This design comes from an exercise in tuning for small area on the open sky130 flow, not from production work. RTL that was checked went through simulation tests only; none was proved equivalent to the original.

==> violet <==
## snes_host_top
module snes_host_top
(
  input  logic           clk_74a,
  input  logic           pll_core_locked,
  input  logic [64:0]    bridge_in,
  input  logic [15:0]    cont1_key,
  input  logic [31:0]    cont1_joy,
  input  logic [27:0]    video_in,
  output logic [16:0]    cart_info,
  output logic [14:0]    core_settings,
  output logic           core_reset,
  output logic [31:0]    pad_state,
  output logic [26:0]    video_out
);
Settings: LEC_CHECK=0, CAP_MARGIN=20, CORE_MARGIN=2, CORE_UTILIZATION=40, SLEW_MARGIN=20, SYNTH_HIERARCHICAL=1; clock period 13.5 ns.
standard.sh (not shown) runs the stock make flow with config.mk's settings and CLKGATE_MAP_FILE= SYNTH_SCRIPT=/design/flow/synth_recipe.tcl, a recipe that flattens the netlist after the stock synthesis.
==> flow/flow/run.sh <==
#!/bin/bash
# Layout: the standard ORFS flow (standard.sh), with three changes to
# how the layout is built:
#  - the port buffers are the smallest buffer cell (buf_1) instead of the
#    flow's default pick;
#  - the clock tree is built from clkbuf_2/clkbuf_4 with no dummy loads;
#  - after floorplan every cell is set to the smallest drive strength of
#    its kind (flow/downsize.tcl); the later repair steps size up where
#    slew, capacitance or timing need it.
# make's full output goes to orfs_make.log here; each ORFS step keeps its
# own log under orfs/logs/.
set -euo pipefail
here=$(pwd)
export BUFFER_PORTS_ARGS="-buffer_cell sky130_fd_sc_hd__buf_1"
export CTS_ARGS="-sink_clustering_enable -repair_clock_nets -dont_use_dummy_load -buf_list {sky130_fd_sc_hd__clkbuf_4 sky130_fd_sc_hd__clkbuf_8} -root_buf sky130_fd_sc_hd__clkbuf_8"
export POST_FLOORPLAN_TCL="$here/flow/downsize.tcl"
bash standard.sh > orfs_make.log 2>&1
==> flow/flow/downsize.tcl <==
# Area recovery after floorplan: give every cell the smallest-area drive
# strength of its own kind (same function and pins). The repair steps that
# follow (repair_design at placement, repair_timing at CTS and global
# route) size up again wherever slew, capacitance or timing need it.
set db [ord::get_db]
set block [ord::get_db_block]
set swapped 0
set saved 0.0
foreach inst [$block getInsts] {
  set master [$inst getMaster]
  set name [$master getName]
  if {![regexp {^(sky130_fd_sc_hd__[a-z0-9]+)_([0-9]+)$} $name -> base drive]} {
    continue
  }
  set cur_area [expr {[$master getWidth] * [$master getHeight]}]
  set best $name
  set best_area $cur_area
  foreach d {0 1 2 3 4 6 8 12 16} {
    set m [$db findMaster ${base}_$d]
    if {$m eq "NULL" || $m eq ""} { continue }
    set a [expr {[$m getWidth] * [$m getHeight]}]
    if {$a < $best_area} {
      set best ${base}_$d
      set best_area $a
    }
  }
  if {$best ne $name} {
    replace_cell [$inst getName] $best
    incr swapped
    set saved [expr {$saved + ($cur_area - $best_area) / 1e6}]
  }
}
puts "downsize: $swapped cells swapped to a smaller drive, [format %.1f $saved] um2 saved"
==> inputs of raven, as changes to violet <==
--- a/flow/design.v
+++ b/flow/design.v
@@ -83,16 +83,17 @@
   input  logic            pll_core_locked,
   input  snes_host_pkg::bridge_wr_t      bridge_in,
   output snes_host_pkg::cart_info_t      cart_info,
   output snes_host_pkg::core_settings_t  core_settings,
   output snes_host_pkg::video_settings_t video_settings,
   output logic [7:0]      deadzone,
   output logic            core_reset
 );
+  logic [reset_cnt_w-1:0] reset_cnt;
   logic                   reset_hit;
   logic       wr_base;
   logic [3:0] a_hi;
   logic [3:0] a_lo;
   logic       hi0, hi1, hi2, hi4, hi8;
   logic       lo0, lo1, lo2, lo3, lo4;
   assign wr_base = bridge_in.wr && (bridge_in.addr[31:10] == '0) &&
                    (bridge_in.addr[1:0] == '0);
@@ -130,33 +131,26 @@
       end
       if (hi4 && lo2) core_settings.aim_speed <= bridge_in.data[7:0];    
       if (hi4 && lo3) deadzone <= bridge_in.data[7:0];                   
       if (hi8 && lo0) video_settings.square_pixels <= bridge_in.data[0]; 
       if (hi8 && lo1) core_settings.blend <= bridge_in.data[0];          
       if (hi8 && lo2) video_settings.color_correction <= bridge_in.data[7:0];  
     end
   end
-  logic       pulse_on;
-  logic [4:0] pulse_cnt;
   always_ff @(posedge clk_74a or negedge pll_core_locked) begin
     if (!pll_core_locked) begin
-      pulse_on  <= 1'b0;
-      pulse_cnt <= '0;
+      reset_cnt <= '0;
     end else if (reset_hit) begin
-      pulse_on  <= 1'b1;
-      pulse_cnt <= '0;
-    end else if (pulse_on) begin
-      pulse_cnt <= pulse_cnt + 1'b1;
-      if (pulse_cnt == 5'd31) begin
-        pulse_on <= 1'b0;
-      end
+      reset_cnt <= reset_cnt_w'(reset_pulse_cycles);
+    end else if (reset_cnt != '0) begin
+      reset_cnt <= reset_cnt - 1'b1;
     end
   end
-  assign core_reset = pulse_on;
+  assign core_reset = (reset_cnt != '0);
 endmodule
 import snes_host_pkg::*;
 module stick_deadzone
 (
   input  logic        clk_74a,
   input  logic        pll_core_locked,
   input  logic [15:0] cont1_key,
   input  logic [31:0] cont1_joy,
@@ -1168,29 +1162,17 @@
   aoi222_cell u_ar_pp164 (.a1(d_b_s[6]), .a2(k[4]), .b1(d_b_s[7]), .b2(k[3]), .c1(d_b_s[8]), .c2(ar_m21), .y(ar_pp164));
   aoi222_cell u_ar_pp165 (.a1(d_b_s[6]), .a2(k[5]), .b1(d_b_s[7]), .b2(k[4]), .c1(d_b_s[8]), .c2(ar_m22), .y(ar_pp165));
   aoi222_cell u_ar_pp166 (.a1(d_b_s[6]), .a2(k[6]), .b1(d_b_s[7]), .b2(k[5]), .c1(d_b_s[8]), .c2(ar_m23), .y(ar_pp166));
   aoi222_cell u_ar_pp167 (.a1(d_b_s[6]), .a2(k[7]), .b1(d_b_s[7]), .b2(k[6]), .c1(d_b_s[8]), .c2(ar_m24), .y(ar_pp167));
   assign ar_pp168 = ~((d_b_s[7] & k[7]) | (d_b_s[8] & ar_m25));
   assign ar_pp169 = ~(d_b_s[8] & ar_m26);
   assign out_r = {ar_s138, ar_s136, ar_s134, ar_s132, ar_s128, ar_s122, ar_s116, ar_s108};
   assign out_b = {~(ar_s252 & ar_s253), ~(ar_s248 & ar_s253), ~(ar_s245 & ar_s253), ~(ar_s239 & ar_s253), ~(ar_s234 & ar_s253), ~(ar_s227 & ar_s253), ~(ar_s219 & ar_s253), ~(ar_s212 & ar_s253)};
-  logic [8:0] g_gt;
-  logic [7:0] g_nm;
-  logic [7:0] g_z;
-  assign g_nm    = ~(k & {8{cg[7]}});
-  assign g_gt[0] = 1'b0;
-  for (genvar i = 0; i < 8; i++) begin : g_cmp
-    assign g_gt[i + 1] = (cg[i] & g_nm[i]) | (g_gt[i] & (cg[i] | g_nm[i]));
-  end
-  assign g_z[0] = g_gt[8];
-  for (genvar i = 1; i < 8; i++) begin : g_dec
-    assign g_z[i] = g_z[i - 1] & ~cg[i - 1];
-  end
-  assign out_g = cg ^ g_z;
+  assign out_g = cg - {7'd0, (cg > (k & {8{cg[7]}}))};
   always_ff @(posedge clk_74a or negedge pll_core_locked) begin
     if (!pll_core_locked) begin
       tall_latched <= 1'b0;
       de_q         <= 1'b0;
       hs_q         <= 1'b0;
       vs_q         <= 1'b0;
     end else begin
       de_q <= video_in.de;
==> flow/flow/run.sh (replaced) <==
#!/bin/bash
# Layout: the standard ORFS flow, with two changes to how the layout
# is built: the port buffers are the smallest buffer cell (buf_1) instead
# of the flow's default pick, and the clock tree uses no dummy loads.
set -euo pipefail
export BUFFER_PORTS_ARGS="-buffer_cell sky130_fd_sc_hd__buf_1"
export CTS_ARGS="-sink_clustering_enable -repair_clock_nets -dont_use_dummy_load -buf_list {sky130_fd_sc_hd__clkbuf_2 sky130_fd_sc_hd__clkbuf_4} -root_buf sky130_fd_sc_hd__clkbuf_4 -sink_clustering_size 30 -sink_clustering_max_diameter 100"
bash standard.sh > orfs_make.log 2>&1
removed: flow/flow/downsize.tcl
==> impl_metrics.ini <==
[global_route]
use_met2_pct = 31.40

[floorplanning]
num_tap_cells = 265

[power]
clock_power_mw = 0.232
cellPowerDensity_nw_per_um2 = 88.48

[outcome]
status = timing/DRC/antenna clean
That was violet.
==> impl_metrics.ini <==
[outcome]
status = timing/DRC/antenna clean

[global_route]
use_met2_pct = 32.32

[power]
cellPowerDensity_nw_per_um2 = 81.86
clkPwrFrac_pct = 22.7

[finish]
nMultiInputCombCells = 516

[floorplanning]
num_tap_cells = 270

[timing]
hold_viol_final = 0
That was raven.
No functional check of the RTL was part of violet.

static timing again, ports no longer ideal:
The results above use ideal ports. As a check the final layouts listed here were re-extracted and re-timed, cells and wires unchanged. Step 1: set_driving_cell puts a clkbuf_16 on clk_74a and a buf_2 on each other input, an assumption about the parent block. Step 2 also shifts input and output timing later by t, the mid clock arrival at the registers, as if the neighbouring blocks saw the same clock. a / b / c = ideal / step 1 / step 2; a / b = the first two.
run	shift t [ns]	slack for setup (ns)	worst setup path at the end
violet	0.460	2.302 / 2.315 / 1.855	input to register
raven	0.536	2.771 / 2.780 / 2.244	input to register
After both steps setup and hold are still met in every run listed. For raven, which loses most, drivers alone change the setup slack by +0.009 ns; drivers and shift together by -0.527 ns.
